This is an optimization exercise on Yosys and OpenROAD, whose aim is small area and a short achievable clock period, not a production implementation. In this exercise RTL edits were held to simulation tests only and were not proved equivalent to the original. No activity file was given, so power comes from the tool's default toggle rates.

File: design/flow/config.mk
export PLATFORM = sky130hd
export DESIGN_NAME = data_mem_ctrl
export DESIGN_NICKNAME = data_mem_ctrl
export VERILOG_FILES = /design/flow/design.v
export SDC_FILE = /design/flow/constraint.sdc
export NUM_CORES = 4
export LEC_CHECK = 0
export CAP_MARGIN = 20
export CORE_MARGIN = 2
export CORE_UTILIZATION = 45
export SLEW_MARGIN = 20
File: design/flow/constraint.sdc
create_clock -name core_clock -period 4.5 [get_ports {clk}]
set_input_delay 0.9000 -clock core_clock [delete_from_list [all_inputs] [get_ports {clk}]]
set_output_delay 0.9000 -clock core_clock [all_outputs]
set_load 0.01 [all_outputs]
File: design/flow/design.v
module data_mem_ctrl #(
    parameter int unsigned LATENCY = 4,
    parameter int unsigned AW      = 8
) (
    input  logic        clk,
    input  logic        rst,
    input  logic        MemRead,
    input  logic        MemWrite,
    input  logic [15:0] addr,
    input  logic [15:0] wdata,
    output logic [15:0] rdata,
    output logic        stall,
    output logic        done,
    output logic        err
);
    localparam int unsigned NR = 64;   
    logic c1, c2, c3;       
    logic op_wr;
    logic [7:0] ridx;
    logic one_req, both_req, idle, accept;
    assign one_req  = MemRead ^ MemWrite;
    assign both_req = MemRead & MemWrite;
    assign idle     = ~(c1 | c2 | c3 | done);
    assign accept   = idle & one_req;
    assign stall    = c1 | c2 | c3 | (~done & one_req);
    always_ff @(posedge clk or posedge rst) begin
        if (rst) begin
            c1   <= 1'b0;
            c2   <= 1'b0;
            c3   <= 1'b0;
            done <= 1'b0;
            err  <= 1'b0;
        end else begin
            c1   <= accept;
            c2   <= c1;
            c3   <= c2;
            done <= c3;
            err  <= idle & both_req;
        end
    end
    always_ff @(posedge clk) begin
        if (accept) begin
            op_wr <= MemWrite;
            ridx  <= addr[8:1];
        end
    end
    logic [1:0] ph;
    always_ff @(posedge clk) ph <= ph + 2'd1;
    logic        pv;        
    logic        doB;       
    logic [7:0]  pidx;
    logic [15:0] pdata;
    logic        commit, hitA;
    assign commit = c3 & op_wr;
    assign hitA   = pv & ((pidx[1:0] + ph) == 2'd3);
    always_ff @(posedge clk) begin
        doB <= hitA;
        if (commit) begin
            pv    <= 1'b1;
            pidx  <= ridx;
            pdata <= wdata;
        end else if (doB) begin
            pv    <= 1'b0;
        end
    end
    logic [15:0] m0 [NR];    
    logic [15:0] m1 [NR];
    logic [15:0] m2 [NR];
    logic [15:0] m3 [NR];
    logic [15:0] wdn;
    assign wdn = ~pdata;
    for (genvar r = 0; r < NR; r++) begin : g_ring
        logic clrA, setB;
        assign clrA = hitA & (pidx[7:2] == 6'(r));
        assign setB = doB  & (pidx[7:2] == 6'(r));
        always_ff @(posedge clk) begin
            m0[r] <= ~(m3[r] | {16{clrA}});
            m1[r] <= ~(({16{setB}} & wdn) | m0[r]);
            m2[r] <= m1[r];
            m3[r] <= m2[r];
        end
    end
    logic       rd_acc, rd_busy, cap;
    logic [7:0] widx;
    logic       fwd;
    assign rd_acc  = accept & MemRead;
    assign rd_busy = (c1 | c2 | c3) & ~op_wr;
    assign widx    = accept ? addr[8:1] : ridx;
    assign cap     = (rd_acc | rd_busy) & ((widx[1:0] + ph) == 2'd2);
    assign fwd     = pv & (pidx == widx);
    always_ff @(posedge clk) begin
        if (cap) rdata <= fwd ? pdata : m2[widx[7:2]];
    end
endmodule
File: design/flow/run.sh
#!/bin/bash
# synth_recipe.tcl (not shown) runs the flow's synth.tcl, then flattens the netlist and writes it again
# the make line also repeats each setting of config.mk as NAME=value (left out here)
make -C /OpenROAD-flow-scripts/flow DESIGN_CONFIG=/design/flow/config.mk WORK_HOME=/design/flow/orfs CLKGATE_MAP_FILE= SYNTH_SCRIPT=/design/flow/synth_recipe.tcl finish
==> results of run 1 <==
==> placed cells by master (no fill, tap or decap), types with 22 or more instances in the layout <==
| cell | synthesis | layout |
|---|---|---|
| dfxtp_1 | 4108 | 4107 |
| nor2_1 | 3160 | 3098 |
| buf_4 | 22 | 752 |
| clkbuf_16 | 0 | 411 |
| o21ai_0 | 251 | 250 |
| a22oi_1 | 160 | 159 |
| buf_12 | 0 | 110 |
| nand2_1 | 121 | 103 |
| a22o_1 | 103 | 103 |
| nand4_1 | 100 | 100 |
| clkbuf_8 | 0 | 91 |
| clkbuf_1 | 289 | 86 |
| nor4_1 | 84 | 76 |
| a221oi_1 | 74 | 73 |
| nor2_2 | 0 | 59 |
| a211oi_1 | 61 | 59 |
| clkinv_2 | 0 | 55 |
| clkdlybuf4s50_1 | 0 | 46 |
| edfxtp_1 | 41 | 41 |
| or2_1 | 32 | 34 |
| bufinv_16 | 0 | 32 |
| nand3_1 | 31 | 31 |
| or2_2 | 30 | 30 |
| diode_2 | 0 | 29 |
| nor3_1 | 29 | 25 |
| a222oi_1 | 22 | 22 |
==> how the worst max path moves through the flow <==
stage | cells past startpoint | endpoint | slack, ps | start
2_1_floorplan | 9 | rdata[0] | 580 | MemRead
3_3_place_gp | 15 | rdata[14] | -1250 | MemRead
3_5_place_dp | 13 | rdata[7] | -1240 | MemRead
4_1_cts | 14 | rdata[7] | 40 | MemRead
5_1_grt | 14 | rdata[9] | 7 | MemRead
6_report | 13 | rdata[7] | -110 | MemRead
==> cell families after synthesis <==
kind of cell	after synthesis	share of synthesized area
compound gates	777	0.0513
xor+xnor	13	0.00107
fa+ha+maj	4	0.000446
buf+inv	425	0.0174
flops	4154	0.785
mux	9	0.000893
simple gates	3733	0.144
==> stage by stage <==
step | TNS (ps) | instance area, sq um | instances | hold slack (ps)
finish | -147 | 131000 | 13500 | 154
global route | 0 | 131000 | 13500 | 176
CTS | 0 | 131000 | 13500 | 115
detailed placement | -12050 | 117000 | 12800 | 312
global placement | -12570 | 117000 | 12800 | 310
floorplan | 0 | 107000 | 9115 | 310
==> metal layers <==
| layer | vias up | global-route usage | wire, um |
|---|---|---|---|
| met2 | 4267 | 0.517 | 183000 |
| met5 | - | 0 | 147 |
| met3 | 1014 | 0.103 | 50100 |
| met1 | 36800 | 0.517 | 193000 |
| li1 | 31400 | - | - |
| met4 | 24 | 0.199 | 29100 |
==> sequential cells by signal (all words and copies together) (netlist names) <==
name and flops:
m2 1024, m0 1024, pv 1, ph 2
c3 1, ridx 8, c2 1, m3 1024
err 1, pdata 16, done 1, op_wr 1
pidx 8, m1 1024, c1 1, doB 1
rdata 16
==> layout make-up <==
| type | instances | share of cell area |
|---|---|---|
| Sequential cell | 4154 | 0.639 |
| Antenna cell | 29 | 0.000555 |
| Tap cell | 3150 | 0.0301 |
| Clock inverter | 121 | 0.0120 |
| Timing Repair Buffer | 908 | 0.0635 |
| Clock buffer | 588 | 0.0906 |
| Multi-Input combinational cell | 4536 | 0.164 |
| Inverter | 14 | 0.000402 |
==> power by group <==
part	total, mW	leakage (nW)	internal [mW]	switching (mW)
Sequential	41.0	35.8	39.3	1.69
Clock	34.1	6.61	20.1	14.0
Combinational	7.14	10.9	2.37	4.77
Total	82.2	53.3	61.7	20.4
==> repair_timing <==
item / CTS / global route
gates resized for setup: 6 / 9
endpoints found under the hold margin: 0 / 0
setup endpoints to repair: 7 / 6
hold buffers: 0 / 0
==> reports/metrics.yaml, run 1 <==
synthesis:
  synth-main-ff-cell: "dfxtp_1"
  syn_avg_cell_area_sq_um: 11.7
  synthTopCellsByArea: "dfxtp_1, nor2_1, o21ai_0"
  syn_nets: 9154
  yosysWarnings: 5
  synth_edf_count: 41
  synthArstFlopShare: 0.00120
  synth_cells: 9115
  synth_top_area_frac: 0.772
  netlist_area_sq_mm: 0.107
  ys_ff_latch: 4154
  yosys-top-cells-count: "dfxtp_1, nor2_1, clkbuf_1, o21ai_0, a22oi_1"
  yosys.area.top_type: "dfxtp_1"
  seq_area_frac_synth: 0.785
  yosysMostFrequentCell: "dfxtp_1"
  yosysUniqueCellTypes: 81
timing:
  finalCriticalPeriod_ps: 4610
  slew_violations: 0
  worst_slack_ps: -113
  fin_crit_sh: 1.03
  rsz0062_at_grt: "no"
  clock_skew_ps: 78.1
  hold_violations: 0
  setup_viol: 2
  slew_headroom: 0.210
  fmax_ghz: 0.217
  worstMarginPinSlew_ps: 1170
run_status:
  check.faults: "negative setup slack"
  run_status: "failed layout checks"
clock_tree:
  clock_path_buffers: 4
  clkLatencyLatePin_ps: 1000
  cts-root-buf: "clkbuf_16"
  cts_tree: "yes"
  numClockSinks: 4154
  clkSlewWorstSetupHoldPaths_ps: 60
  cts_setup_buffers: 0
  cts.htree.levels: 5
  numCtsBuffers: 400
setup_path:
  start_kind: "input pin"
  cpPeakStageDelay_ps: 590
  reg2regPathDepth: 10
  critical_path_arrival_ps: 5290
  end_kind: "flop"
  cp_max_fo: 10
  crit_chain: "clkdlybuf4s50_1 > ha_1 > nor2b_4 > buf_12 > buf_4 > a211oi_1 > or2_1 > buf_4 > a22o_1 > a221oi_1 > nand4_1 > nor4_2 > o21ai_1"
  crit_family: "simple AND/OR/NAND/NOR gates"
  path_common_cell: "buf_4"
  path_buf_inv: 4
  timing.rr.end: "rdata[7]"
  worst-setup-path-type: "input pin to flop"
  regToRegSetupSlack_ps: 40
  rr_startpoint: "c3"
  critPathSlowestCell: "nor4_2"
  required_ps: 5180
global_routing:
  antenna_found_initial: 70
  grt_overflow: 0
  grt_pass1_vias: 68900
  track_usage: 0.370
  grt_max_degree: 66
  grt_first_pass_wirelength_um: 602000
cells_and_area:
  layout-area-overhead-vs-synth_pct: 22.9
  multi_input_area_sq_mm: 0.0215
  seq_area_sq_mm: 0.0836
  drive_gt1_frac: 0.160
  nFillCells: 19700
  nets: 10100
  final_util: 0.556
pwr:
  power_density_mw_per_mm2: 628
  leakage_nw: 53.3
  peakVddDrop_uv: 574
  finalPower_mw: 82.2
die:
  core_area_sq_mm: 0.235
  die-width_um: 491
  fp.dieH_um: 491
  io_pins: 55
  initial_utilization: 0.453
  dieArea_sq_mm: 0.241
  row_count: 178
job:
  timing.max_cap.violations: 0
detailed_routing:
  vias: 73500
  routed_via_density: 5.44
  wl_per_cell_um: 33.7
  drt-total-wl_um: 455000
  drtIter0Drc: 10200
  ant_nets: 0
  first_pass_iters: 6
  drc_errors: 0
placement:
  port_buffers: 46
  place_ws_ps: -1240
  dp_hpwl_um: 317000
  gp_congestion: 1.05
hold_path:
  hold_path.class: "input pin to asynchronous set/reset pin"
==> run 2: changes to the inputs <==
==> design/flow/design.v (replaced) <==
module data_mem_ctrl #(
    parameter int unsigned LATENCY = 4,
    parameter int unsigned AW      = 8
) (
    input  logic        clk,
    input  logic        rst,
    input  logic        MemRead,
    input  logic        MemWrite,
    input  logic [15:0] addr,
    input  logic [15:0] wdata,
    output logic [15:0] rdata,
    output logic        stall,
    output logic        done,
    output logic        err
);
    localparam int unsigned NR = 64;   
    logic c1, c2, c3;       
    logic busy;             
    logic one_req, both_req, idle, accept;
    assign one_req  = MemRead ^ MemWrite;
    assign both_req = MemRead & MemWrite;
    assign idle     = ~(busy | done);
    assign accept   = idle & one_req;
    assign stall    = busy | (~done & one_req);
    always_ff @(posedge clk or posedge rst) begin
        if (rst) begin
            c1   <= 1'b0;
            c2   <= 1'b0;
            c3   <= 1'b0;
            busy <= 1'b0;
            done <= 1'b0;
            err  <= 1'b0;
        end else begin
            c1   <= accept;
            c2   <= c1;
            c3   <= c2;
            busy <= accept | c1 | c2;
            done <= c3;
            err  <= idle & both_req;
        end
    end
    logic [1:0] ph;
    always_ff @(posedge clk) ph <= ph + 2'd1;
    logic        pv;        
    logic        wgo;       
    logic [7:0]  pidx;
    logic [15:0] pdata;
    logic [7:0]  ghi;       
    logic [7:0]  plo;       
    logic        commit, go_c, go_p;
    assign commit = c3 & MemWrite;
    assign go_c   = (addr[2:1] + ph) == 2'd2;
    assign go_p   = pv & ~wgo & ((pidx[1:0] + ph) == 2'd2);
    always_ff @(posedge clk) begin
        if (commit) begin
            pv    <= 1'b1;
            pidx  <= addr[8:1];
            pdata <= wdata;
            plo   <= 8'd1 << addr[5:3];
            wgo   <= go_c;
            ghi   <= go_c ? (8'd1 << addr[8:6]) : 8'd0;
        end else begin
            if (wgo) pv <= 1'b0;
            wgo <= go_p;
            ghi <= go_p ? (8'd1 << pidx[7:5]) : 8'd0;
        end
    end
    logic [15:0] m0 [NR];
    logic [15:0] m1 [NR];
    logic [15:0] m2 [NR];
    logic [15:0] m3 [NR];
    for (genvar r = 0; r < NR; r++) begin : g_ring
        logic wr;
        assign wr = ghi[r/8] & plo[r%8];
        always_ff @(posedge clk) begin
            m0[r] <= wr ? pdata : m3[r];
            m1[r] <= m0[r];
            m2[r] <= m1[r];
            m3[r] <= m2[r];
        end
    end
    logic cap, fwd;
    assign cap = ~done & MemRead & ~MemWrite & ((addr[2:1] + ph) == 2'd2);
    assign fwd = pv & (pidx == addr[8:1]);
    always_ff @(posedge clk) begin
        if (cap) rdata <= fwd ? pdata : m2[addr[8:3]];
    end
endmodule
--- a/design/flow/config.mk
+++ b/design/flow/config.mk
@@ -7,5 +7,8 @@
 export LEC_CHECK = 0
 export CAP_MARGIN = 20
 export CORE_MARGIN = 2
-export CORE_UTILIZATION = 45
+export CORE_UTILIZATION = 55
+export CTS_CLUSTER_DIAMETER = 60
+export CTS_CLUSTER_SIZE = 30
+export SETUP_SLACK_MARGIN = 1.5
 export SLEW_MARGIN = 20
==> reports/metrics.yaml, run 2 <==
hold_path:
  hold_path.class: "input pin to asynchronous set/reset pin"
detailed_routing:
  dr.max_layer_used: "met5"
  vias: 51500  # -30%
  drtIter0Drc: 5039  # -50%
  drt-total-wl_um: 297000  # -35%
  met1_length_um: 134000  # -30%
  routed_via_density: 5.46  # +0.40%
  met2WireLength_um: 131000  # -28%
  wl_met3_um: 19900  # -60%
  drc_errors: 0  # unchanged
  ant_nets: 0  # unchanged
  wl_per_cell_um: 31.5  # -6.4%
  first_pass_iters: 6  # unchanged
synthesis:
  ys_ff_latch: 4162  # +0.19%
  syn_nets: 6562  # -28%
  synth_cells: 6523  # -28%
  yosysWarnings: 5  # unchanged
  seq_area_frac_synth: 0.808  # +0.0229
  synth_top_area_frac: 0.792  # +0.0203
  synthTopCellsByArea: "dfxtp_1, mux2_2, a22oi_1"
  synth_edf_count: 48  # +17%
  syn_avg_cell_area_sq_um: 15.9  # +36%
  netlist_area_sq_mm: 0.104  # -2.6%
  synthArstFlopShare: 0.00144  # +0.000238
  yosysUniqueCellTypes: 68  # -16%
  yosys.area.top_type: "dfxtp_1"
  synth-main-ff-cell: "dfxtp_1"
  yosysMostFrequentCell: "dfxtp_1"
  yosys-top-cells-count: "dfxtp_1, mux2_2, a22oi_1, clkbuf_1, nand2_1"
placement:
  gp_congestion: 0.905  # -14%
  dp_hpwl_um: 191000  # -40%
  port_buffers: 46  # unchanged
  place_inst: 9083  # -29%
  post_dp_cell_area_sq_mm: 0.109  # -6.9%
cells_and_area:
  layoutNonFillerInstCount: 9431  # -30%
  nFillCells: 14000  # -29%
  nets: 6828  # -32%
  final_area_sq_mm: 0.116  # -11%
  final_util: 0.619  # +0.0628
  final_common_cell: "dfxtp_1"
  layout-area-overhead-vs-synth_pct: 11.9
  drive_gt1_frac: 0.268  # +0.108
  final_cell_mix: "dfxtp_1, mux2_2, buf_4"
global_routing:
  grt_overflow: 0  # unchanged
  track_usage: 0.306  # -0.0636
  grt_max_degree: 66  # unchanged
  grt_first_pass_wirelength_um: 406000  # -33%
  antenna_found_initial: 33  # -53%
  grt_pass1_vias: 50200  # -27%
clock_tree:
  numClockSinks: 4162  # +0.19%
  clock_path_buffers: 3  # -1
  clkSlewWorstSetupHoldPaths_ps: 90  # +30 ps
  cts.htree.levels: 4  # -1
  numCtsBuffers: 189  # -53%
  clkLatencyLatePin_ps: 910  # -90 ps
  cts-root-buf: "clkbuf_16"
  cts_tree: "yes"
setup_path:
  critical_path_arrival_ps: 3780  # -1510 ps
  crit_chain: "buf_12 > buf_6 > nand2b_4 > buf_4 > nor2_2 > buf_12 > buf_4 > a22oi_1 > nand4_1 > nor4_2 > a21oi_1 > mux2_2"
  end_kind: "flop"
  worst-setup-path-type: "input pin to flop"
  start_kind: "input pin"
  worstSetupStartpoint: "addr[4]"
  required_ps: 5140  # -40 ps
  rr_startpoint: "pidx[7]"
  critPathSlowestCell: "nand4_1"
  path_buf_inv: 5  # +1
  cp_max_fo: 15  # +5
  cpPeakStageDelay_ps: 620  # +30 ps
  crit_family: "simple AND/OR/NAND/NOR gates"
timing:
  slew_violations: 0  # unchanged
  worstMarginPinSlew_ps: 1200  # +23.1 ps
  setup_viol: 0  # -2
  fmax_ghz: 0.319  # +47%
  fin_crit_sh: 0.697  # -0.328
  rsz0062_at_grt: "yes"
  slew_headroom: 0.199  # -0.0110
  hold_violations: 0  # unchanged
  fin_tns_setup_ps: 0  # +147 ps
  whs_ps: 256  # +102 ps
  finalCriticalPeriod_ps: 3140  # -1480 ps
  clock_skew_ps: 53.7  # -24.3 ps
pwr:
  clkPwrFrac: 0.325  # -0.089
  peakVddDrop_uv: 524  # -8.7%
  leakage_nw: 47.4  # -11%
  switching_share: 0.226  # -0.0224
  power_frac_comb: 0.035  # -0.052
  internal_power_mw: 50.6  # -18%
  power_density_mw_per_mm2: 563  # -10%
  seqPwrFrac: 0.639  # +0.140
  power_switching_mw: 14.8  # -28%
job:
  timing.max_cap.violations: 0  # unchanged
die:
  fp.dieH_um: 438  # -11%
  row_count: 159  # -11%
  die-width_um: 438  # -11%
  initial_utilization: 0.553  # +0.100
  dieArea_sq_mm: 0.192  # -20%
  io_pins: 55  # unchanged
  core_area_sq_mm: 0.188  # -20%
run_status:
  run_status: "no timing/DRC/antenna violations"
[run 2: power by group through the flow]
stage          registers, mW  clock network, mW  logic [mW]
2_1_floorplan           42.0                  0        1.34
3_3_place_gp            42.4                  0        2.21
3_5_place_dp            42.5                  0        2.25
4_1_cts                 41.8               21.4        2.29
5_1_grt                 42.1               22.7        2.40
6_report                41.8               21.3        2.31
[run 2: final cells by class]
class,instances,area (sq um),area share
flip-flops and latches,4162,83800,0.722
multi-input cells,2053,19200,0.166
clock buffers,211,5010,0.0431
repair buffers,373,3400,0.0293
well taps,2495,3120,0.0269
clock inverters,116,1500,0.0129
inverters,10,38.8,0.000334
diodes,11,27.5,0.000237
[run 2: timing repair]
action,CTS,global route
gates cloned,1,0
resized for setup,54,20
hold buffers,0,0
endpoints found under the hold margin,0,0
pin swaps,10,6
setup endpoints to repair,18,9
buffers inserted,7,2
[run 2: final timing paths]
| kind | end | slack (ps) | cells past startpoint |
|---|---|---|---|
| worst max register to register | rdata[14] | 1800 | 7 |
| worst max-delay path | rdata[11] | 1360 | 12 |
| worst min-delay path | busy | 260 | 2 |
| worst min register to register | m2[15][0] | 300 | 0 |
| min in group core_clock | m2[15][0] | 300 | 0 |
| max in group asynchronous | done | 4050 | 2 |
[run 2: kinds of logic (layout without fill, tap and decap cells)]
kind of cell | count (synthesis) | count (layout) | synth area share
xor gates and xnor gates | 13 | 13 | 0.00110
buffers and inverters | 308 | 710 | 0.0120
muxes | 1088 | 1088 | 0.119
other | 0 | 11 | 0
AOI/OAI and AO/OA | 496 | 496 | 0.0367
DFF | 4162 | 4162 | 0.808
adders and majority gates | 3 | 3 | 0.000362
and+or+nand+nor | 453 | 453 | 0.0226
[run 2: per-stage QoR]
| step | power, mW | setup WS [ps] |
|---|---|---|
| 2_1_floorplan | 43.4 | 1500 |
| 3_3_place_gp | 44.6 | -153 |
| 3_5_place_dp | 44.8 | -173 |
| 4_1_cts | 65.5 | 1490 |
| 5_1_grt | 67.2 | 1480 |
| 6_report | 65.4 | 1360 |
[run 2: layer usage]
layer | vias up | GRT usage
met1 | 26500 | 0.438
li1 | 22800 | -
met4 | 4 | 0.118
met2 | 1762 | 0.466
met3 | 477 | 0.0526
met5 | - | 0
[run 2: worst reg2reg max path: stages (launching register included)]
cell and delay, ps:
edfxtp_1 580, xor2_1 230, nor4_1 70, nand4_1 210, buf_4 180, nand2_1 300
or4_1 690, o21a_1 220
==> run 3: changes to the inputs <==
--- a/design/flow/config.mk
+++ b/design/flow/config.mk
@@ -7,8 +7,8 @@
 export LEC_CHECK = 0
 export CAP_MARGIN = 20
 export CORE_MARGIN = 2
-export CORE_UTILIZATION = 55
+export CORE_UTILIZATION = 60
 export CTS_CLUSTER_DIAMETER = 60
 export CTS_CLUSTER_SIZE = 30
-export SETUP_SLACK_MARGIN = 1.5
+export SETUP_SLACK_MARGIN = 2.3
 export SLEW_MARGIN = 20
==> reports/metrics.yaml, run 3 <==
run_status:
  run_status: "no timing/DRC/antenna violations"
clock_tree:
  cts_tree: "yes"
  numClockSinks: 4162  # unchanged
  cts-root-buf: "clkbuf_16"
  cts.htree.levels: 4  # unchanged
  numCtsBuffers: 182  # -3.7%
  clkSlewWorstSetupHoldPaths_ps: 100  # about the same
  hold_buffers: 0  # unchanged
  clock_path_buffers: 3  # unchanged
  clkLatencyLatePin_ps: 880  # -30 ps
setup_path:
  path_common_cell: "buf_12"
  cp_max_fo: 7  # -8
  critical_path_arrival_ps: 3510  # -270 ps
  reg2regPathDepth: 8  # +1
  end_kind: "flop"
  cpPeakStageDelay_ps: 650  # +30 ps
  critPathSlowestCell: "or4_4"
  worst-setup-path-type: "input pin to flop"
  start_kind: "input pin"
  required_ps: 5130  # about the same
  crit_chain: "buf_16 > buf_12 > or2_4 > buf_12 > nor3_4 > buf_4 > a22oi_1 > nand4_1 > or4_4 > o32a_1 > mux2_4"
  regToRegSetupSlack_ps: 1920  # +120 ps
synthesis:
  synth-main-ff-cell: "dfxtp_1"
  syn_nets: 6562  # unchanged
  yosysWarnings: 5  # unchanged
  yosys-top-cells-count: "dfxtp_1, mux2_2, a22oi_1, clkbuf_1, nand2_1"
  synth_edf_count: 48  # unchanged
  ys_ff_latch: 4162  # unchanged
  netlist_area_sq_mm: 0.104  # unchanged
  synth_top_area_frac: 0.792  # unchanged
  syn_avg_cell_area_sq_um: 15.9  # unchanged
  seq_area_frac_synth: 0.808  # unchanged
  yosysUniqueCellTypes: 68  # unchanged
  yosysMostFrequentCell: "dfxtp_1"
  synthArstFlopShare: 0.00144  # unchanged
  synth_cells: 6523  # unchanged
  yosys.area.top_type: "dfxtp_1"
  synthTopCellsByArea: "dfxtp_1, mux2_2, a22oi_1"
die:
  core_area_sq_mm: 0.172  # -8.5%
  dieArea_sq_mm: 0.176  # -8.3%
  fp.dieH_um: 420  # -4.2%
  row_count: 152  # -4.4%
  initial_utilization: 0.604  # +0.0511
  io_pins: 55  # unchanged
  die-width_um: 420  # -4.2%
timing:
  whs_ps: 269  # +12.6 ps
  fmax_ghz: 0.347  # +9.0%
  clock_skew_ps: 32.5  # -21.3 ps
  rsz0062_at_grt: "yes"
  fin_crit_sh: 0.640  # -0.0574
  hold_violations: 0  # unchanged
  slew_violations: 0  # unchanged
  finalCriticalPeriod_ps: 2880  # -258 ps
  setup_viol: 0  # unchanged
  slew_headroom: 0.174  # -0.0252
  worst_slack_ps: 1620  # +258 ps
  worstMarginPinSlew_ps: 1240  # +37.6 ps
cells_and_area:
  layout-area-overhead-vs-synth_pct: 14.6
  drive_gt1_frac: 0.308  # +0.0402
  nets: 6987  # +2.3%
  final_common_cell: "dfxtp_1"
  final_util: 0.693  # +0.0732
  final_cell_mix: "dfxtp_1, mux2_2, buf_4"
  final_area_sq_mm: 0.119  # +2.4%
pwr:
  power_density_mw_per_mm2: 546  # -3.0%
  peakVddDrop_uv: 431  # -18%
  finalPower_mw: 64.9  # -0.72%
  leakage_nw: 48.7  # +2.7%
global_routing:
  grt_pass1_vias: 50600  # +0.88%
  grt_max_degree: 66  # unchanged
  grt_overflow: 0  # unchanged
  antenna_found_initial: 21  # -36%
  track_usage: 0.340  # +0.0332
  grt_first_pass_wirelength_um: 410000  # +0.98%
placement:
  place_ws_ps: -274  # -101 ps
  post_dp_cell_area_sq_mm: 0.109  # -0.12%
  dp_hpwl_um: 192000  # +0.40%
  port_buffers: 46  # unchanged
  gp_congestion: 0.920  # +1.6%
detailed_routing:
  drt-total-wl_um: 302000  # +1.6%
  ant_nets: 0  # unchanged
  wl_per_cell_um: 32.2  # +2.1%
  drtIter0Drc: 5395  # +7.1%
  routed_via_density: 5.61  # +2.7%
  drc_errors: 0  # unchanged
  first_pass_iters: 6  # unchanged
  vias: 52700  # +2.3%
job:
  timing.max_cap.violations: 0  # unchanged
hold_path:
  hold_path.class: "input pin to asynchronous set/reset pin"
## run 3: cell types whose count changed in the layout (fill, tap and decap cells not counted), sizes merged
cell,delta
inv,-6
clkbuf,+7
or2b,+1
clkinv,-20
dlymetal6s2s,-1
clkinvlp,+5
diode,-5
buf,+182
bufinv,-2
clkdlybuf4s50,-17
dlygate4sd2,-3
## run 3: cell type report
cell class / count / area [sq um]
Antenna cell: 6 / 15.0
Tap cell: 2310 / 2890
Fill cell: 11800 / 52800
Clock inverter: 93 / 1090
Inverter: 10 / 37.5
Multi-Input combinational cell: 2054 / 20600
Sequential cell: 4162 / 83800
Clock buffer: 214 / 5020
Timing Repair Buffer: 538 / 5480
## run 3: kinds of logic (layout without fill, tap and decap cells)
group           after synthesis  count (layout)  share of synthesized area
buf+inv                     308             855                     0.0120
simple gates                453             454                     0.0226
xor+xnor                     13              13                    0.00110
fa+ha+maj                     3               3                   0.000362
flops                      4162            4162                      0.808
compound gates              496             496                     0.0367
other cells                   0               6                          0
mux                        1088            1088                      0.119
## run 3: repair_timing
item	in CTS	in global routing
pin swaps	73	85
cloned	7	3
setup buffers	121	58
resized for setup	360	122
endpoints found under the setup margin	74	66
## run 3: worst paths after layout
path                             from   endpoint
min in group core_clock     m1[0][12]  m2[0][12]
min                               rst         c2
min reg2reg                 m1[0][12]  m2[0][12]
max reg2reg                m2[27][11]  rdata[11]
max in group asynchronous         rst       done
max                           addr[5]  rdata[15]
## run 3: routing by layer
metal | global-route usage | wire length (um) | part of all wire | vias up
met5 | 0 | 123 | 0.00041 | -
li1 | - | - | - | 23100
met3 | 0.0684 | 24300 | 0.080 | 558
met1 | 0.486 | 132000 | 0.44 | 26900
met4 | 0.141 | 15000 | 0.050 | 12
met2 | 0.505 | 130000 | 0.43 | 2041
## run 3: critical path, delay by kind of cell
kind | cells | cell delay [ps]
multiplexers | 1 | 250
AND/OR/NAND/NOR | 4 | 1240
buffers and inverters | 4 | 580
AO/OA/AOI/OAI | 2 | 510
## run 3: stage by stage
step	cells	TNS, ps
floorplan	6523	0
global placement	8884	-452
detailed placement	8885	-518
CTS	9320	0
global route	9383	0
finish	9387	0
## run 3: power breakdown
| group | internal [mW] | switching, mW |
|---|---|---|
| combinational | 1.15 | 1.35 |
| clock | 8.70 | 11.8 |
| sequential | 40.5 | 1.30 |
| total | 50.4 | 14.5 |
==> run 4: changes to the inputs <==
--- a/design/flow/config.mk
+++ b/design/flow/config.mk
@@ -7,8 +7,8 @@
 export LEC_CHECK = 0
 export CAP_MARGIN = 20
 export CORE_MARGIN = 2
-export CORE_UTILIZATION = 60
+export CORE_UTILIZATION = 55
 export CTS_CLUSTER_DIAMETER = 60
 export CTS_CLUSTER_SIZE = 30
-export SETUP_SLACK_MARGIN = 2.3
+export SETUP_SLACK_MARGIN = 2.0
 export SLEW_MARGIN = 20
==> reports/metrics.yaml, run 4 <==
setup_path:
  crit_chain: "buf_16 > buf_6 > or2_4 > nor2_4 > buf_12 > a22oi_1 > nand4_1 > or4_4 > o32a_1 > mux2_4"
  start_kind: "input pin"
  cpPeakStageDelay_ps: 640  # about the same
  worst-setup-path-type: "input pin to flop"
  critPathSlowestCell: "or4_4"
  end_kind: "flop"
  cp_max_fo: 11  # +4
  critical_path_arrival_ps: 3420  # -90 ps
  regToRegSetupSlack_ps: 1930  # about the same
  required_ps: 5170  # +40 ps
global_routing:
  track_usage: 0.311  # -0.0283
  grt_overflow: 0  # unchanged
  antenna_found_initial: 18  # -14%
  grt_max_degree: 66  # unchanged
  grt_pass1_vias: 50600  # -0.040%
  grt_first_pass_wirelength_um: 412000  # +0.59%
clock_tree:
  cts-root-buf: "clkbuf_16"
  clock_path_buffers: 3  # unchanged
  cts.htree.levels: 4  # unchanged
  cts_tree: "yes"
  clkSlewWorstSetupHoldPaths_ps: 110  # about the same
  clkLatencyLatePin_ps: 910  # +30 ps
  numCtsBuffers: 186  # +2.2%
  numClockSinks: 4162  # unchanged
synthesis:
  synthArstFlopShare: 0.00144  # unchanged
  synthTopCellsByArea: "dfxtp_1, mux2_2, a22oi_1"
  yosys.area.top_type: "dfxtp_1"
  synth_top_area_frac: 0.792  # unchanged
  synth_edf_count: 48  # unchanged
  syn_avg_cell_area_sq_um: 15.9  # unchanged
  netlist_area_sq_mm: 0.104  # unchanged
  yosysUniqueCellTypes: 68  # unchanged
  ys_ff_latch: 4162  # unchanged
  yosys-top-cells-count: "dfxtp_1, mux2_2, a22oi_1, clkbuf_1, nand2_1"
  yosysWarnings: 5  # unchanged
  seq_area_frac_synth: 0.808  # unchanged
  synth-main-ff-cell: "dfxtp_1"
  yosysMostFrequentCell: "dfxtp_1"
  synth_cells: 6523  # unchanged
  syn_nets: 6562  # unchanged
timing:
  fmax_ghz: 0.364  # +4.8%
  slew_violations: 0  # unchanged
  finalCriticalPeriod_ps: 2750  # -133 ps
  clock_skew_ps: 59.5  # +27.0 ps
  fin_crit_sh: 0.610  # -0.0295
  hold_violations: 0  # unchanged
  setup_viol: 0  # unchanged
  whs_ps: 208  # -60.8 ps
  worstMarginPinSlew_ps: 1260  # +20.6 ps
  slew_headroom: 0.160  # -0.0138
  rsz0062_at_grt: "yes"
die:
  row_count: 159  # +4.6%
  dieArea_sq_mm: 0.192  # +9.0%
  die-width_um: 438  # +4.4%
  initial_utilization: 0.553  # -0.0511
  io_pins: 55  # unchanged
  fp.dieH_um: 438  # +4.4%
  core_area_sq_mm: 0.188  # +9.2%
pwr:
  leakage_nw: 48.6  # -0.27%
  peakVddDrop_uv: 537  # +25%
  power_density_mw_per_mm2: 546  # about the same
detailed_routing:
  drc_errors: 0  # unchanged
  ant_nets: 0  # unchanged
  drt-total-wl_um: 303000  # +0.38%
  first_pass_iters: 6  # unchanged
  vias: 52200  # -0.99%
  drtIter0Drc: 5333  # -1.1%
  wl_per_cell_um: 31.7  # -1.5%
  routed_via_density: 5.45  # -2.9%
placement:
  post_dp_cell_area_sq_mm: 0.109  # about the same
  gp_congestion: 0.925  # +0.55%
  port_buffers: 46  # unchanged
  dp_hpwl_um: 193000  # +0.76%
  place_inst: 9054  # +1.9%
job:
  timing.max_cap.violations: 0  # unchanged
cells_and_area:
  final_cell_mix: "dfxtp_1, mux2_2, buf_4"
  final_area_sq_mm: 0.119  # about the same
  layout-area-overhead-vs-synth_pct: 14.5  # about the same
  layoutNonFillerInstCount: 9568  # +1.9%
  final_common_cell: "dfxtp_1"
  seq_area_sq_mm: 0.0838  # unchanged
  nets: 6973  # -0.20%
  nFillCells: 13600  # +16%
  multi_input_area_sq_mm: 0.0205  # -0.14%
  drive_gt1_frac: 0.304  # -0.00333
run_status:
  run_status: "no timing/DRC/antenna violations"
hold_path:
  hold_path.class: "input pin to asynchronous set/reset pin"
[run 4: cell counts after synthesis]
No cell type changed its count.
[run 4: logic make-up after synthesis]
family,count (synthesis),share of synthesized area
fa+ha+maj,3,0.000362
simple gates,453,0.0226
mux,1088,0.119
compound gates,496,0.0367
flops,4162,0.808
buf+inv,308,0.0120
xor+xnor,13,0.00110
[run 4: per-stage QoR]
stage / worst slack (ps) / TNS, ps / utilization / power (mW)
final: 1750 / 0 / 0.633 / 64.9
after global placement: -16.4 / -16.4 / 0.581 / 44.6
after CTS: 1800 / 0 / 0.626 / 64.9
after global routing: 1770 / 0 / 0.633 / 66.8
after floorplan: 1550 / 0 / - / 43.4
after detailed placement: -13.5 / -23.3 / 0.582 / 44.8
[run 4: layout make-up]
class | count | share of cell area
Inverter | 10 | 0.000316
Antenna cell | 10 | 0.000211
Tap cell | 2495 | 0.0263
Sequential cell | 4162 | 0.705
Clock inverter | 108 | 0.0108
Clock buffer | 209 | 0.0407
Multi-Input combinational cell | 2054 | 0.173
Timing Repair Buffer | 520 | 0.0435
[run 4: path summary, 6_finish.rpt]
path / end / startpoint / depth (start not counted)
max in group asynchronous: c3 / rst / 2
min in group core_clock: m1[42][12] / m0[42][12] / 0
worst max-delay path: rdata[15] / addr[5] / 10
worst min-delay path: err / rst / 2
worst max register to register: rdata[15] / m2[18][15] / 6
worst min register to register: m1[42][12] / m0[42][12] / 0
[run 4: worst max-delay path: cells and delay by family]
family | cells | cell delay, ps
AND/OR/NAND/NOR | 4 | 1320
buffers and inverters | 3 | 430
AO/OA/AOI/OAI | 2 | 480
multiplexers | 1 | 250
[run 4: timing repair]
action,4_1_cts,5_1_grt
endpoints found under the setup margin,51,30
gates cloned,5,3
buffers inserted,102,77
hold buffers,0,0
resized for setup,316,134
pin swaps,64,78
[run 4: metal layers]
layer  wire length, um  track usage  part of all wire  vias up
met3             21400       0.0538             0.071      545
met1            136000        0.447              0.45    26600
li1                  -            -                 -    23100
met4             14200        0.122             0.047        6
met5                46            0           0.00015        -
met2            132000        0.470              0.43     1876
[run 4: report_power, final]
| part | switching (mW) | total (mW) | internal (mW) |
|---|---|---|---|
| Combinational | 1.35 | 2.49 | 1.14 |
| Clock | 12.0 | 20.6 | 8.53 |
| Sequential | 1.26 | 41.8 | 40.5 |
| Total | 14.7 | 64.9 | 50.2 |
==> run 5: changes to the inputs <==
--- a/design/flow/config.mk
+++ b/design/flow/config.mk
@@ -7,7 +7,7 @@
 export LEC_CHECK = 0
 export CAP_MARGIN = 20
 export CORE_MARGIN = 2
-export CORE_UTILIZATION = 55
+export CORE_UTILIZATION = 75
 export CTS_CLUSTER_DIAMETER = 60
 export CTS_CLUSTER_SIZE = 30
 export SETUP_SLACK_MARGIN = 2.0
==> reports/metrics.yaml, run 5 <==
run_status:
  run_status: "no timing/DRC/antenna violations"
synthesis:
  synth_top_area_frac: 0.792  # unchanged
  synth_cells: 6523  # unchanged
  seq_area_frac_synth: 0.808  # unchanged
  synth_edf_count: 48  # unchanged
  syn_nets: 6562  # unchanged
  yosysMostFrequentCell: "dfxtp_1"
  synth-main-ff-cell: "dfxtp_1"
  yosysWarnings: 5  # unchanged
  ys_ff_latch: 4162  # unchanged
  syn_avg_cell_area_sq_um: 15.9  # unchanged
  yosysUniqueCellTypes: 68  # unchanged
  netlist_area_sq_mm: 0.104  # unchanged
  yosys.area.top_type: "dfxtp_1"
  synthArstFlopShare: 0.00144  # unchanged
  yosys-top-cells-count: "dfxtp_1, mux2_2, a22oi_1, clkbuf_1, nand2_1"
  synthTopCellsByArea: "dfxtp_1, mux2_2, a22oi_1"
detailed_routing:
  wl_per_cell_um: 34.6  # +9.2%
  routed_via_density: 6.24  # +14%
  vias: 54800  # +5.2%
  first_pass_iters: 17  # +11
  ant_nets: 0  # unchanged
  drc_errors: 0  # unchanged
  drtIter0Drc: 7287  # +37%
  drt-total-wl_um: 304000  # +0.31%
timing:
  slew_headroom: 0.124  # -0.0355
  fin_crit_sh: 0.668  # +0.0573
  hold_violations: 0  # unchanged
  setup_viol: 0  # unchanged
  finalCriticalPeriod_ps: 3000  # +258 ps
  whs_ps: 242  # +34.1 ps
  worstMarginPinSlew_ps: 1310  # +53.1 ps
  slew_violations: 0  # unchanged
  rsz0062_at_grt: "yes"
  clock_skew_ps: 46.7  # -12.7 ps
  fmax_ghz: 0.333  # -8.6%
global_routing:
  grt_first_pass_wirelength_um: 412000  # about the same
  grt_overflow: 0  # unchanged
  grt_max_degree: 66  # unchanged
  grt_pass1_vias: 53600  # +6.0%
  track_usage: 0.423  # +0.112
  antenna_found_initial: 19  # +1
cells_and_area:
  layoutNonFillerInstCount: 8789  # -8.1%
  final_util: 0.851  # +0.218
  nets: 6928  # -0.65%
  layout-area-overhead-vs-synth_pct: 12.7
  drive_gt1_frac: 0.294  # -0.0103
  final_area_sq_mm: 0.117  # -1.5%
  final_cell_mix: "dfxtp_1, mux2_2, buf_4"
  nFillCells: 6387  # -53%
  final_common_cell: "dfxtp_1"
setup_path:
  cp_max_fo: 10  # -1
  required_ps: 5120  # -50 ps
  worstSetupStartpoint: "addr[8]"
  reg2regPathDepth: 7  # +1
  critical_path_arrival_ps: 3630  # +210 ps
  rr_startpoint: "m2[54][15]"
  timing.rr.end: "rdata[15]"
  end_kind: "flop"
  start_kind: "input pin"
  worst-setup-path-type: "input pin to flop"
  endpoint: "rdata[8]"
  regToRegSetupSlack_ps: 1770  # -160 ps
pwr:
  leakage_nw: 48.1  # -0.94%
  finalPower_mw: 64.0  # -1.4%
  power_density_mw_per_mm2: 547  # +0.17%
  peakVddDrop_uv: 473  # -12%
placement:
  place_inst: 8310  # -8.2%
  gp_congestion: 0.989  # +6.9%
  dp_hpwl_um: 179000  # -7.2%
  post_dp_cell_area_sq_mm: 0.108  # -1.2%
  port_buffers: 46  # unchanged
job:
  timing.max_cap.violations: 0  # unchanged
die:
  core_area_sq_mm: 0.137  # -27%
  row_count: 136  # -14%
  initial_utilization: 0.755  # +0.202
  io_pins: 55  # unchanged
  dieArea_sq_mm: 0.141  # -26%
  fp.dieH_um: 376  # -14%
  die-width_um: 376  # -14%
clock_tree:
  clock_path_buffers: 3  # unchanged
  clkLatencyLatePin_ps: 880  # -30 ps
  cts_tree: "yes"
  numClockSinks: 4162  # unchanged
  cts-root-buf: "clkbuf_16"
  clkSlewWorstSetupHoldPaths_ps: 110  # about the same
  cts.htree.levels: 4  # unchanged
  numCtsBuffers: 169  # -9.1%
hold_path:
  hold_path.class: "input pin to asynchronous set/reset pin"
[run 5: cell counts after synthesis]
No cell type changed its count.
[run 5: worst max-delay path: stages]
cell,delay (ps)
buf_16,120
buf_12,140
or2b_4,170
buf_12,120
buf_8,130
nor3_4,60
buf_12,170
a2111oi_4,780
nand3_1,140
or4_4,530
nor3_4,230
a21oi_2,80
[run 5: routing by layer]
| layer | up-vias | track usage | share of wire |
|---|---|---|---|
| li1 | 22900 | - | - |
| met1 | 27500 | 0.574 | 0.39 |
| met2 | 3369 | 0.615 | 0.42 |
| met3 | 1027 | 0.126 | 0.12 |
| met4 | 16 | 0.225 | 0.067 |
| met5 | - | 0.0196 | 0.0012 |
[run 5: metrics by stage]
step / setup WS [ps] / TNS [ps]
2_1_floorplan: 1550 / 0
3_3_place_gp: -352 / -458
3_5_place_dp: -417 / -536
4_1_cts: 1670 / 0
5_1_grt: 1520 / 0
6_report: 1500 / 0
[run 5: how the worst min path moves through the flow]
stage / from / endpoint / slack (ps) / cells after the start
after floorplan: m0[0][0] / m1[0][0] / 310 / 0
after CTS: rst / c3 / 240 / 2
after detailed placement: m0[42][10] / m1[42][10] / 310 / 0
after global placement: m1[32][9] / m2[32][9] / 310 / 0
final: rst / err / 240 / 2
after global routing: rst / c3 / 300 / 2
[run 5: timing repair]
item | CTS | global route
buffers inserted | 137 | 52
gates cloned | 11 | 2
hold endpoints to repair | 0 | 0
endpoints found under the setup margin | 35 | 21
gates resized for setup | 346 | 92
pin swaps | 100 | 73
hold buffers | 0 | 0
[run 5: layout make-up]
cell class	count	area, sq um	area share
flip-flops and latches	4162	83800	0.716
multi-input cells	2055	20400	0.174
repair buffers	491	5050	0.0432
clock buffers	204	4640	0.0397
well taps	1794	2240	0.0192
clock inverters	63	822	0.00703
inverters	10	37.5	0.000321
diodes	10	25.0	0.000214
[run 5: cell families after synthesis]
kind of cell,count (synthesis),share of synthesized area
and+or+nand+nor,453,0.0226
buffers and inverters,308,0.0120
muxes,1088,0.119
adders and majority gates,3,0.000362
AOI/OAI and AO/OA,496,0.0367
xor gates and xnor gates,13,0.00110
DFF,4162,0.808
[run 5: power by group]
| group | leakage [nW] | internal, mW | switching [mW] |
|---|---|---|---|
| combinational | 11.6 | 1.15 | 1.42 |
| sequential | 33.9 | 40.6 | 1.41 |
| clock | 2.67 | 8.22 | 11.2 |
==> run 6: changes to the inputs <==
--- a/design/flow/design.v
+++ b/design/flow/design.v
@@ -79,10 +79,25 @@
             m3[r] <= m2[r];
         end
     end
-    logic cap, fwd;
-    assign cap = ~done & MemRead & ~MemWrite & ((addr[2:1] + ph) == 2'd2);
-    assign fwd = pv & (pidx == addr[8:1]);
+    logic        cap, fwd;
+    logic [7:0]  s_hi, s_lo;
+    logic [15:0] tapv, nxt, hold;
+    assign cap  = ~done & MemRead & ~MemWrite & ((addr[2:1] + ph) == 2'd2);
+    assign fwd  = pv & (pidx == addr[8:1]);
+    assign s_hi = 8'd1 << addr[8:6];
+    assign s_lo = 8'd1 << addr[5:3];
+    always_comb begin
+        logic [15:0] grp [8];
+        tapv = '0;
+        for (int g = 0; g < 8; g++) begin
+            grp[g] = '0;
+            for (int l = 0; l < 8; l++) grp[g] = grp[g] | (m2[8*g+l] & {16{s_lo[l]}});
+            tapv = tapv | (grp[g] & {16{s_hi[g]}});
+        end
+    end
+    assign nxt = fwd ? pdata : tapv;
     always_ff @(posedge clk) begin
-        if (cap) rdata <= fwd ? pdata : m2[addr[8:3]];
+        if (cap) hold <= nxt;
+        rdata <= (c3 & ~cap) ? hold : nxt;
     end
 endmodule
==> reports/metrics.yaml, run 6 <==
clock_tree:
  cts_tree: "yes"
  clkLatencyLatePin_ps: 830  # -50 ps
  cts-root-buf: "clkbuf_16"
  cts.htree.levels: 4  # unchanged
  clock_path_buffers: 3  # unchanged
  numCtsBuffers: 168  # -0.59%
  clkSlewWorstSetupHoldPaths_ps: 110  # about the same
  numClockSinks: 4178  # +0.38%
synthesis:
  synthTopCellsByArea: "dfxtp_1, mux2_2, edfxtp_1"
  synth_edf_count: 48  # unchanged
  ys_ff_latch: 4178  # +0.38%
  yosysWarnings: 6  # +1
  seq_area_frac_synth: 0.791  # -0.0168
  syn_avg_cell_area_sq_um: 15.9  # +0.19%
  yosys-top-cells-count: "dfxtp_1, mux2_2, clkbuf_1, mux2i_1, nand2_1"
  yosys.area.top_type: "dfxtp_1"
  netlist_area_sq_mm: 0.106  # +2.5%
  syn_nets: 6713  # +2.3%
  synth-main-ff-cell: "dfxtp_1"
  yosysUniqueCellTypes: 80  # +18%
  synthArstFlopShare: 0.00144  # -0.00000552
  yosysMostFrequentCell: "dfxtp_1"
  synth_top_area_frac: 0.776  # -0.0164
  synth_cells: 6674  # +2.3%
cells_and_area:
  drive_gt1_frac: 0.273  # -0.0208
  layout-area-overhead-vs-synth_pct: 10.6
  nets: 6892  # -0.52%
  final_cell_mix: "dfxtp_1, mux2_2, buf_4"
  final_common_cell: "dfxtp_1"
  layoutNonFillerInstCount: 8845  # +0.64%
placement:
  dp_hpwl_um: 143000  # -20%
  place_inst: 8460  # +1.8%
  gp_congestion: 0.868  # -12%
  port_buffers: 46  # unchanged
setup_path:
  worst-setup-path-type: "input pin to flop"
  cp_max_fo: 5  # -5
  start_kind: "input pin"
  critPathSlowestCell: "a222oi_1"
  crit_chain: "buf_16 > buf_16 > buf_8 > and2_4 > buf_12 > a221o_1 > a222oi_1 > nor2_1 > a2111oi_4 > nor2_1"
  end_kind: "flop"
  reg2regPathDepth: 3  # -4
  cpPeakStageDelay_ps: 890  # +110 ps
  critical_path_arrival_ps: 3380  # -250 ps
  required_ps: 5090  # -30 ps
timing:
  worstMarginPinSlew_ps: 1190  # -115 ps
  clock_skew_ps: 32.2  # -14.5 ps
  setup_viol: 0  # unchanged
  hold_violations: 0  # unchanged
  slew_headroom: 0.204  # +0.0798
  fin_tns_setup_ps: 0  # unchanged
  finalCriticalPeriod_ps: 2800  # -207 ps
  rsz0062_at_grt: "yes"
  fin_crit_sh: 0.622  # -0.0459
  fmax_ghz: 0.357  # +7.4%
  slew_violations: 0  # unchanged
die:
  core_area_sq_mm: 0.141  # +2.7%
  row_count: 138  # +1.5%
  die-width_um: 381  # +1.2%
  dieArea_sq_mm: 0.145  # +2.5%
  fp.dieH_um: 381  # +1.2%
  initial_utilization: 0.753  # -0.00160
  io_pins: 55  # unchanged
pwr:
  power_density_mw_per_mm2: 551  # +0.71%
  peakVddDrop_uv: 492  # +3.8%
  leakage_nw: 48.3  # +0.46%
detailed_routing:
  drtIter0Drc: 4837  # -34%
  wl_per_cell_um: 28.5  # -18%
  drc_errors: 0  # unchanged
  ant_nets: 0  # unchanged
  vias: 51800  # -5.5%
  routed_via_density: 5.86  # -6.1%
  first_pass_iters: 6  # -11
  drt-total-wl_um: 252000  # -17%
global_routing:
  grt_pass1_vias: 52300  # -2.4%
  antenna_found_initial: 19  # unchanged
  grt_overflow: 0  # unchanged
  grt_first_pass_wirelength_um: 361000  # -13%
  grt_max_degree: 67  # +1.5%
  track_usage: 0.343  # -0.0799
hold_path:
  min_path_cells: 0
  hold_path.class: "flop to flop"
run_status:
  run_status: "no timing/DRC/antenna violations"
job:
  timing.max_cap.violations: 0  # unchanged
-- run 6: cell count changes in the layout (fill, tap and decap cells not counted), sizes merged, moves of 46 or more --
cell / previous run / this run
mux2: 1048 / 1096
nor2: 96 / 50
a221o: 2 / 50
buf: 458 / 305
a22oi: 260 / 72
nand4: 63 / 7
mux2i: 24 / 140
-- run 6: cells by family after synthesis --
logic type,Yosys count,share of synthesized area
simple gates,354,0.0180
xor+xnor,12,0.00112
mux,1281,0.139
buf+inv,361,0.0150
flops,4178,0.791
compound gates,485,0.0357
fa+ha+maj,3,0.000353
-- run 6: per-stage QoR --
stage	power [mW]	area [sq um]	setup slack [ps]	hold WS (ps)	utilization
after floorplan	44.2	107000	1650	310	-
after CTS	64.6	117000	1750	318	0.827
after global placement	45.8	110000	271	310	0.776
after global routing	66.6	118000	1730	320	0.833
after detailed placement	46.0	110000	276	312	0.778
final	64.8	118000	1700	313	0.833
-- run 6: final timing paths --
check	from	to	slack, ps
worst min register to register	m1[55][3]	m2[55][3]	310
worst max-delay path	addr[4]	hold[6]	1700
worst min-delay path	m1[55][3]	m2[55][3]	310
max in group asynchronous	rst	done	3700
min in group asynchronous	rst	c2	600
worst max register to register	plo[0]	m0[16][3]	1820
-- run 6: timing repair --
action | 4_1_cts | 5_1_grt
buffers inserted | 61 | 34
hold buffers | 0 | 0
pin swaps | 46 | 52
cloned | 14 | 4
resized for setup | 214 | 81
setup endpoints to repair | 379 | 108
-- run 6: cell type report --
type                       count  area, sq um
sequential                  4178        84200
fill                        7120        23600
multi-input combinational   2135        21500
clock buffer                 210         4630
timing repair buffer         359         4200
tap                         1890         2360
clock inverter                59          719
inverter                      11         53.8
antenna                        3         7.51
-- run 6: critical path, delay by kind of cell --
| family | cells | cell delay, ps |
|---|---|---|
| simple gates | 3 | 440 |
| buf+inv | 4 | 520 |
| compound gates | 3 | 1490 |
-- run 6: power by group --
group          switching (mW)  total [mW]  internal, mW
clock                    11.1        19.1          8.00
sequential               1.41        42.2          40.8
combinational            1.95        3.56          1.61
total                    14.4        64.8          50.4
-- run 6: metal layers --
metal,track usage,vias up,routed length [um]
li1,-,23100,-
met1,0.498,26300,110000
met2,0.525,1942,111000
met3,0.0586,496,20500
met4,0.124,8,10300
met5,0,-,56
==> run 7: changes to the inputs <==
--- a/design/flow/design.v
+++ b/design/flow/design.v
@@ -79,25 +79,10 @@
             m3[r] <= m2[r];
         end
     end
-    logic        cap, fwd;
-    logic [7:0]  s_hi, s_lo;
-    logic [15:0] tapv, nxt, hold;
-    assign cap  = ~done & MemRead & ~MemWrite & ((addr[2:1] + ph) == 2'd2);
-    assign fwd  = pv & (pidx == addr[8:1]);
-    assign s_hi = 8'd1 << addr[8:6];
-    assign s_lo = 8'd1 << addr[5:3];
-    always_comb begin
-        logic [15:0] grp [8];
-        tapv = '0;
-        for (int g = 0; g < 8; g++) begin
-            grp[g] = '0;
-            for (int l = 0; l < 8; l++) grp[g] = grp[g] | (m2[8*g+l] & {16{s_lo[l]}});
-            tapv = tapv | (grp[g] & {16{s_hi[g]}});
-        end
-    end
-    assign nxt = fwd ? pdata : tapv;
+    logic cap, fwd;
+    assign cap = ~done & MemRead & ~MemWrite & ((addr[2:1] + ph) == 2'd2);
+    assign fwd = pv & (pidx == addr[8:1]);
     always_ff @(posedge clk) begin
-        if (cap) hold <= nxt;
-        rdata <= (c3 & ~cap) ? hold : nxt;
+        if (cap) rdata <= fwd ? pdata : m2[addr[8:3]];
     end
 endmodule
==> design/flow/flow/run.sh (new file) <==
#!/bin/bash
# Layout flow: the standard layout (standard.sh, whole, from synthesis to
# finish) with two ORFS settings added to the standard flow's config.mk:
#  - sky130_fd_sc_hd__a222oi_1 is not used: it has a single drive strength, so
#    the resizer cannot strengthen it where it drives a long wire;
#  - clock tree synthesis inserts no dummy loads (same clustering otherwise).
# make's output goes to flow_make.log; ORFS keeps each step's log under
# orfs/logs/.
set -euo pipefail
W=$(cd "$(dirname "${BASH_SOURCE[0]}")/.." && pwd)
cd "$W"
cp config.mk own_config.mk
cat >> own_config.mk <<'EOC'
export DONT_USE_CELLS += sky130_fd_sc_hd__a222oi_1
export CTS_ARGS = -sink_clustering_enable -repair_clock_nets -sink_clustering_size 30 -sink_clustering_max_diameter 60 -dont_use_dummy_load
EOC
sed "s#DESIGN_CONFIG=[^ ]*#DESIGN_CONFIG=$W/own_config.mk#" standard.sh > own_standard.sh
bash own_standard.sh > flow_make.log 2>&1
==> design/flow/standard.sh (new file) <==
#!/bin/bash
# synth_recipe.tcl (not shown) runs the flow's synth.tcl, then flattens the netlist and writes it again
# the make line also repeats each setting of config.mk as NAME=value (left out here)
make -C /OpenROAD-flow-scripts/flow DESIGN_CONFIG=/design/flow/config.mk WORK_HOME=/design/flow/orfs CLKGATE_MAP_FILE= SYNTH_SCRIPT=/design/flow/synth_recipe.tcl "${@:-finish}"
--- a/design/flow/config.mk
+++ b/design/flow/config.mk
@@ -7,7 +7,7 @@
 export LEC_CHECK = 0
 export CAP_MARGIN = 20
 export CORE_MARGIN = 2
-export CORE_UTILIZATION = 75
+export CORE_UTILIZATION = 70
 export CTS_CLUSTER_DIAMETER = 60
 export CTS_CLUSTER_SIZE = 30
 export SETUP_SLACK_MARGIN = 2.0
removed: design/flow/run.sh
==> reports/metrics.yaml, run 7 <==
run_status:
  run_status: "no timing/DRC/antenna violations"
clock_tree:
  cts_tree: "yes"
  clkLatencyLatePin_ps: 840  # about the same
  numCtsBuffers: 172  # +2.4%
  cts.htree.levels: 4  # unchanged
  clkSlewWorstSetupHoldPaths_ps: 110  # about the same
  cts-root-buf: "clkbuf_16"
  hold_buffers: 0  # unchanged
  clock_path_buffers: 3  # unchanged
  numClockSinks: 4162  # -0.38%
detailed_routing:
  vias: 52600  # +1.6%
  drt-total-wl_um: 293000  # +16%
  drtIter0Drc: 5430  # +12%
  routed_via_density: 5.98  # +2.1%
  wl_per_cell_um: 33.3  # +17%
  drc_errors: 0  # unchanged
  first_pass_iters: 6  # unchanged
  ant_nets: 0  # unchanged
synthesis:
  yosysWarnings: 5  # -1
  ys_ff_latch: 4162  # -0.38%
  synth_cells: 6530  # -2.2%
  synthArstFlopShare: 0.00144  # +0.00000552
  synth_top_area_frac: 0.792  # +0.0158
  netlist_area_sq_mm: 0.104  # -2.4%
  synth-main-ff-cell: "dfxtp_1"
  yosysUniqueCellTypes: 70  # -13%
  yosysMostFrequentCell: "dfxtp_1"
  syn_avg_cell_area_sq_um: 15.9  # -0.22%
  synth_edf_count: 48  # unchanged
  synthTopCellsByArea: "dfxtp_1, mux2_2, a22oi_1"
  seq_area_frac_synth: 0.807  # +0.0161
  syn_nets: 6569  # -2.1%
  yosys-top-cells-count: "dfxtp_1, mux2_2, a22oi_1, clkbuf_1, nand2_1"
  yosys.area.top_type: "dfxtp_1"
setup_path:
  path_buf_inv: 6  # +2
  start_kind: "input pin"
  end_kind: "flop"
  required_ps: 5060  # -30 ps
  worst-setup-path-type: "input pin to flop"
  crit_chain: "buf_16 > or2b_1 > buf_12 > buf_8 > nor2_4 > buf_12 > buf_4 > a22oi_1 > and4_1 > nand4_1 > nor3_4 > buf_4 > a21oi_1"
  critPathSlowestCell: "a22oi_1"
  crit_family: "simple AND/OR/NAND/NOR gates"
  critical_path_arrival_ps: 3400  # +20 ps
  cpPeakStageDelay_ps: 410  # -480 ps
  cp_max_fo: 8  # +3
die:
  die-width_um: 389  # +2.3%
  io_pins: 55  # unchanged
  row_count: 141  # +2.2%
  dieArea_sq_mm: 0.151  # +4.6%
  fp.dieH_um: 389  # +2.3%
  core_area_sq_mm: 0.147  # +4.4%
  initial_utilization: 0.704  # -0.0490
job:
  timing.max_cap.violations: 0  # unchanged
timing:
  fmax_ghz: 0.352  # -1.6%
  whs_ps: 282  # -31.5 ps
  fin_crit_sh: 0.632  # +0.0101
  hold_violations: 0  # unchanged
  worstMarginPinSlew_ps: 1270  # +77.6 ps
  finalCriticalPeriod_ps: 2840  # +45.5 ps
  fin_tns_setup_ps: 0  # unchanged
  setup_viol: 0  # unchanged
  slew_violations: 0  # unchanged
  slew_headroom: 0.153  # -0.0517
  rsz0062_at_grt: "yes"
  clock_skew_ps: 55.4  # +23.2 ps
cells_and_area:
  final_common_cell: "dfxtp_1"
  nets: 6905  # +0.19%
  nFillCells: 8439  # +19%
  layout-area-overhead-vs-synth_pct: 11.6
  final_cell_mix: "dfxtp_1, mux2_2, buf_4"
  final_area_sq_mm: 0.116  # -1.4%
  drive_gt1_frac: 0.287  # +0.0136
placement:
  port_buffers: 46  # unchanged
  gp_congestion: 0.950  # +9.5%
  post_dp_cell_area_sq_mm: 0.108  # -1.5%
  dp_hpwl_um: 182000  # +27%
global_routing:
  antenna_found_initial: 17  # -2
  grt_max_degree: 66  # -1.5%
  grt_first_pass_wirelength_um: 399000  # +11%
  track_usage: 0.381  # +0.0382
  grt_overflow: 0  # unchanged
  grt_pass1_vias: 51200  # -2.2%
pwr:
  clkPwrFrac: 0.281  # -0.013
  peakVddDrop_uv: 495  # +0.80%
  switching_share: 0.213  # -0.00949
  internal_power_mw: 48.6  # -3.6%
  power_density_mw_per_mm2: 532  # -3.3%
  seqPwrFrac: 0.678  # +0.027
  power_frac_comb: 0.041  # -0.014
  leakage_nw: 47.5  # -1.7%
  power_switching_mw: 13.2  # -8.8%
hold_path:
  hold_path.class: "flop to flop"
==> run 7: changes by cell type after synthesis, sizes merged, moves of 29 or more <==
cell,before,now
a22oi,72,261
a22o,26,66
mux2,1096,1049
nor2,50,87
a221o,50,2
mux4,45,16
buf,106,46
mux2i,140,23
nand4,7,64
o22ai,47,2
a221oi,91,59
==> run 7: final timing paths <==
check | from | endpoint | slack, ps | cells past startpoint
setup / recovery | addr[8] | rdata[2] | 1660 | 13
hold / removal | m0[30][15] | m1[30][15] | 280 | 0
hold reg to reg | m0[30][15] | m1[30][15] | 280 | 0
min in group asynchronous | rst | c1 | 320 | 2
setup reg to reg | m2[22][15] | rdata[15] | 1770 | 8
max in group asynchronous | rst | err | 3990 | 2
==> run 7: per-stage QoR <==
step / cells / setup WS [ps] / util / total power, mW
finish: 8802 / 1660 / 0.786 / 61.7
global route: 8797 / 1680 / 0.786 / 63.3
CTS: 8749 / 1780 / 0.779 / 61.5
detailed placement: 8460 / -214 / 0.733 / 44.8
global placement: 8459 / -218 / 0.733 / 44.6
floorplan: 6530 / 1550 / - / 43.4
==> run 7: cells by family (layout without fill, tap and decap cells) <==
kind of cell | after synthesis | after routing | synth area share
other cells | 0 | 8 | 0
mux | 1088 | 1088 | 0.119
simple gates | 455 | 455 | 0.0229
buf+inv | 311 | 645 | 0.0123
fa+ha+maj | 3 | 3 | 0.000361
flops | 4162 | 4162 | 0.807
compound gates | 498 | 498 | 0.0369
xor+xnor | 13 | 13 | 0.00110
==> run 7: area by class of cell <==
cell class / count / area, sq um / share of cell area
clock buffer: 172 / 4300 / 0.0371
antenna: 8 / 20.0 / 0.000173
tap: 1930 / 2410 / 0.0208
inverter: 10 / 37.5 / 0.000324
sequential: 4162 / 83800 / 0.723
timing repair buffer: 463 / 4860 / 0.0419
multi-input combinational: 2057 / 20500 / 0.177
==> run 7: worst register-to-register path, cell delays in order (launching register included) <==
cell	delay, ps
dfxtp_1	340
mux2_4	270
and3_4	160
a21oi_4	130
nand4_1	240
buf_4	240
or4_4	560
o32a_1	310
mux2_4	250
==> run 7: power by group through the flow <==
stage / registers [mW] / logic, mW / clock network (mW)
global placement: 42.4 / 2.13 / 0
CTS: 41.8 / 2.39 / 17.3
finish: 41.9 / 2.51 / 17.3
detailed placement: 42.6 / 2.20 / 0
global route: 42.2 / 2.57 / 18.6
floorplan: 42.0 / 1.36 / 0
==> run 7: what timing repair did <==
| item | 4_1_cts | 5_1_grt |
|---|---|---|
| buffers inserted | 108 | 40 |
| cloned | 9 | 5 |
| gates resized for setup | 352 | 115 |
| endpoints found under the setup margin | 36 | 23 |
| pin swaps | 70 | 67 |
==> run 7: metal layers <==
metal / GRT usage / part of all wire
met1: 0.540 / 0.42
met2: 0.559 / 0.42
met3: 0.0863 / 0.099
met4: 0.185 / 0.059
met5: 0 / 0.00014

[what the ideal ports hide]
The flow's constraints put no driver on any port. The routed layouts listed below were extracted and timed again, unchanged, in two steps. Step 1 sets driving cells, clkbuf_16 on the clock port and buf_2 on the other inputs (assumed; they add their load-dependent delay and slew). Step 2 times the ports against the registers' clock, not the clock port: input delays grow and output delays shrink by t, the midpoint of the rising clock arrivals with the driver on. Slacks: ideal ports / drivers / drivers and shift; pairs: ideal ports / drivers.
run | t (ns) | slack for setup (ns) | worst slew at a driven data input, ns
run 1 | 1.050 | -0.113 / -0.044 / -1.094 | 0.03
run 2 | 0.959 | 1.362 / 1.356 / 0.397 | 0.08
run 3 | 0.953 | 1.620 / 1.472 / 0.519 | 0.30
run 4 | 0.972 | 1.753 / 1.642 / 0.669 | 0.27
run 5 | 0.934 | 1.495 / 1.337 / 0.402 | 0.33
run 6 | 0.909 | 1.702 / 1.402 / 0.493 | 0.49
run 7 | 0.887 | 1.657 / 1.519 / 0.631 | 0.30
For run 6, which loses most, drivers alone change the setup slack by -0.300 ns; drivers and shift together by -1.209 ns.
